Context: an optimization exercise on an open-source flow, tuned for small area and a short achievable clock period. The choices shown serve that exercise and are no tape-out recipe. The RTL was checked by simulation tests, not by an equivalence proof against the original design. The clock port is modelled as an ideal driver; clocking choices that lean on that would not hold on a real chip. Power and IR drop assume default switching activity.

## rev 12
Design data_mem_param, start of the top module:
module data_mem_param #(
  parameter int DW             = 8,
  parameter int AW             = 8,
  parameter int DEPTH          = 256,
  parameter int READ_LATENCY   = 1,
  parameter int CLEAR_ON_RESET = 1,
  parameter int SEED0_ADDR     = 16,
  parameter int SEED0_VAL      = 254,
  parameter int SEED1_ADDR     = 244,
  parameter int SEED1_VAL      = 5
) (
  input  logic          Clk,
  input  logic          Reset,
  input  logic          WriteEn,
  input  logic          ReadEn,
  input  logic [AW-1:0] DataAddress,
  input  logic [DW-1:0] DataIn,
  output logic [DW-1:0] DataOut,
  output logic          RdValid,
  output logic          Busy
);
  logic [DW-1:0] core [DEPTH];
  logic          busy_q, busy_o_q;
  logic [AW-1:0] clr_ptr;
  logic          clr_last;
  assign clr_last = (clr_ptr == AW'(DEPTH - 1));
  always_ff @(posedge Clk) begin
    if (Reset) begin
      busy_q  <= 1'b1;
      clr_ptr <= '0;
    end else if (busy_q) begin
      clr_ptr <= clr_ptr + 1'b1;
      if (clr_last) busy_q <= 1'b0;
    end
  end
  always_ff @(posedge Clk) begin
    if (Reset)                     busy_o_q <= 1'b1;
    else if (busy_o_q && clr_last) busy_o_q <= 1'b0;
  end
  assign Busy = busy_o_q;
  logic          wr_en;
  logic [AW-1:0] wr_addr;
  logic [DW-1:0] wr_data;
  logic [DW-1:0] clr_dat;
  always_comb begin
    clr_dat = '0;
    if (clr_ptr == AW'(SEED0_ADDR))      clr_dat = DW'(SEED0_VAL);
    else if (clr_ptr == AW'(SEED1_ADDR)) clr_dat = DW'(SEED1_VAL);
  end
  assign wr_en   = !Reset && (busy_q || WriteEn);
  assign wr_addr = busy_q ? clr_ptr : DataAddress;
  assign wr_data = busy_q ? clr_dat : DataIn;
  logic [15:0] row_n, col_n;
  always_comb begin
    for (int i = 0; i < 16; i++) begin
      row_n[i] = !(wr_en && (wr_addr[7:4] == 4'(i)));
      col_n[i] = !(wr_addr[3:0] == 4'(i));
    end
  end
  ...
Size in the first run: ~2100 flip-flops.
Settings: LEC_CHECK=0, ABC_CLOCK_PERIOD_IN_PS=1800, CAP_MARGIN=10, CORE_MARGIN=2, CORE_UTILIZATION=60, CTS_CLUSTER_DIAMETER=100, CTS_CLUSTER_SIZE=25, SETUP_SLACK_MARGIN=1.7, SLEW_MARGIN=10, SYNTH_HIERARCHICAL=1, SYNTH_MINIMUM_KEEP_SIZE=0; clock period 4.0 ns.
standard.sh (not shown) runs the stock make flow with config.mk's settings and CLKGATE_MAP_FILE= SYNTH_SCRIPT=/design/flow/synth_recipe.tcl, a recipe that flattens the netlist after the stock synthesis.
==> flow/flow/run.sh <==
#!/bin/bash
# Layout flow: the standard synthesis unchanged, then the standard ORFS
# steps, except that the ports are buffered with plain buffers (buf_8) rather
# than the delay cells buffer_ports picks by default, and the resizer may not
# use delay cells as buffers.
# Each step's full output goes to a log of its own in this folder
# (ORFS also keeps per-step logs under orfs/logs/).
set -euo pipefail
bash standard.sh synth > synth.log 2>&1
export BUFFER_PORTS_ARGS="-buffer_cell sky130_fd_sc_hd__buf_8"
export DONT_USE_CELLS="sky130_fd_sc_hd__clkdlybuf4s15_1 sky130_fd_sc_hd__clkdlybuf4s15_2 sky130_fd_sc_hd__clkdlybuf4s18_1 sky130_fd_sc_hd__clkdlybuf4s18_2 sky130_fd_sc_hd__clkdlybuf4s25_1 sky130_fd_sc_hd__clkdlybuf4s25_2 sky130_fd_sc_hd__clkdlybuf4s50_1 sky130_fd_sc_hd__clkdlybuf4s50_2"
bash standard.sh floorplan > floorplan.log 2>&1
bash standard.sh place > place.log 2>&1
bash standard.sh cts > cts.log 2>&1
bash standard.sh route > route.log 2>&1
bash standard.sh finish > finish.log 2>&1
Rev 12: no failed stages, no open violations at the end
## Diff of input files: rev 13 against rev 12
==> flow/flow/run.sh <==
#!/bin/bash
# Layout flow: the standard synthesis unchanged, then the standard ORFS
# steps, except that:
#  - the ports are buffered with plain buffers (buf_8) rather than the delay
#    cells buffer_ports picks by default, and the resizer may not use delay
#    cells as buffers;
#  - before clock tree synthesis, the NAND4s that drive the output port
#    buffers are upsized (flow/upsize_out.tcl); the CTS step's detailed
#    placement then legalizes them.
# Each step's full output goes to a log of its own in this folder
# (ORFS also keeps per-step logs under orfs/logs/).
set -euo pipefail
bash standard.sh synth > synth.log 2>&1
export BUFFER_PORTS_ARGS="-buffer_cell sky130_fd_sc_hd__buf_8"
export DONT_USE_CELLS="sky130_fd_sc_hd__clkdlybuf4s15_1 sky130_fd_sc_hd__clkdlybuf4s15_2 sky130_fd_sc_hd__clkdlybuf4s18_1 sky130_fd_sc_hd__clkdlybuf4s18_2 sky130_fd_sc_hd__clkdlybuf4s25_1 sky130_fd_sc_hd__clkdlybuf4s25_2 sky130_fd_sc_hd__clkdlybuf4s50_1 sky130_fd_sc_hd__clkdlybuf4s50_2"
export PRE_CTS_TCL="$PWD/flow/upsize_out.tcl"
bash standard.sh floorplan > floorplan.log 2>&1
bash standard.sh place > place.log 2>&1
bash standard.sh cts > cts.log 2>&1
bash standard.sh route > route.log 2>&1
bash standard.sh finish > finish.log 2>&1
==> flow/flow/upsize_out.tcl (new file) <==
# Used by flow/run.sh as the PRE_CTS_TCL hook of ORFS.
# Upsize the NAND4s that drive the output port buffers.
foreach port [get_ports -filter "direction==output"] {
  foreach drv [get_pins -of_objects [get_nets [get_name $port]] -filter "direction==output"] {
    set buf [get_cells -of_objects $drv]
    foreach p [get_pins -of_objects $buf -filter "direction==input"] {
      foreach d2 [get_pins -of_objects [get_nets -of_objects $p] -filter "direction==output"] {
        set c [get_cells -of_objects $d2]
        set ref [get_property $c ref_name]
        if {[regexp {^sky130_fd_sc_hd__nand4_[12]$} $ref]} {
          puts "upsize [get_full_name $c] $ref"
          replace_cell $c sky130_fd_sc_hd__nand4_4
        }
      }
    }
  }
}
- Diff rev 12 -> rev 13: final instance area went down about 2.1%; total number of cells along the worst setup path now sits higher; total congestion overflow neither gained nor lost much; register-to-register setup slack moved up; post-synthesis xor/xnor area fraction barely changed.
- Of the two candidates, rev 12 has the worse worst setup slack and rev 13 the better one.
- The total design power of rev 13 falls short of that of rev 12 by 0.37%.
- Of the two values seen for class of the most critical setup path, flop to flop was produced by rev 13 and flop to output pin by rev 12.
- In rev 13 the power share of the combinational group turned out 0.2 points lower than in rev 12.

port drivers added, routing unchanged:
Ports are ideal in the flow. The routed layouts listed here were re-timed in OpenROAD.
Step 1: set_driving_cell puts a clkbuf_16 on Clk and a buf_2 on each other input, an assumption about the parent block.
Step 2 moves the port delays by t, midway between the first and last clock arrival at a register: inputs arrive t later, outputs are due t later. That takes back most of the time a late clock gives input paths.
Three values: no drivers, after step 1, after step 2; two values: the first two.
run	t (ns)	slack for setup (ns)	latest minus earliest clock arrival (ns)	slew at the worst register clock pin (ns)
rev 12	0.812	1.409 / 1.328 / 0.670	0.030 / 0.029	0.10 / 0.10
rev 13	0.811	1.572 / 1.442 / 0.631	0.023 / 0.023	0.10 / 0.10
After both steps setup and hold are still met in every run listed. The setup slack of rev 13, which loses most, moves by -0.130 ns with the drivers and by -0.941 ns with both steps.
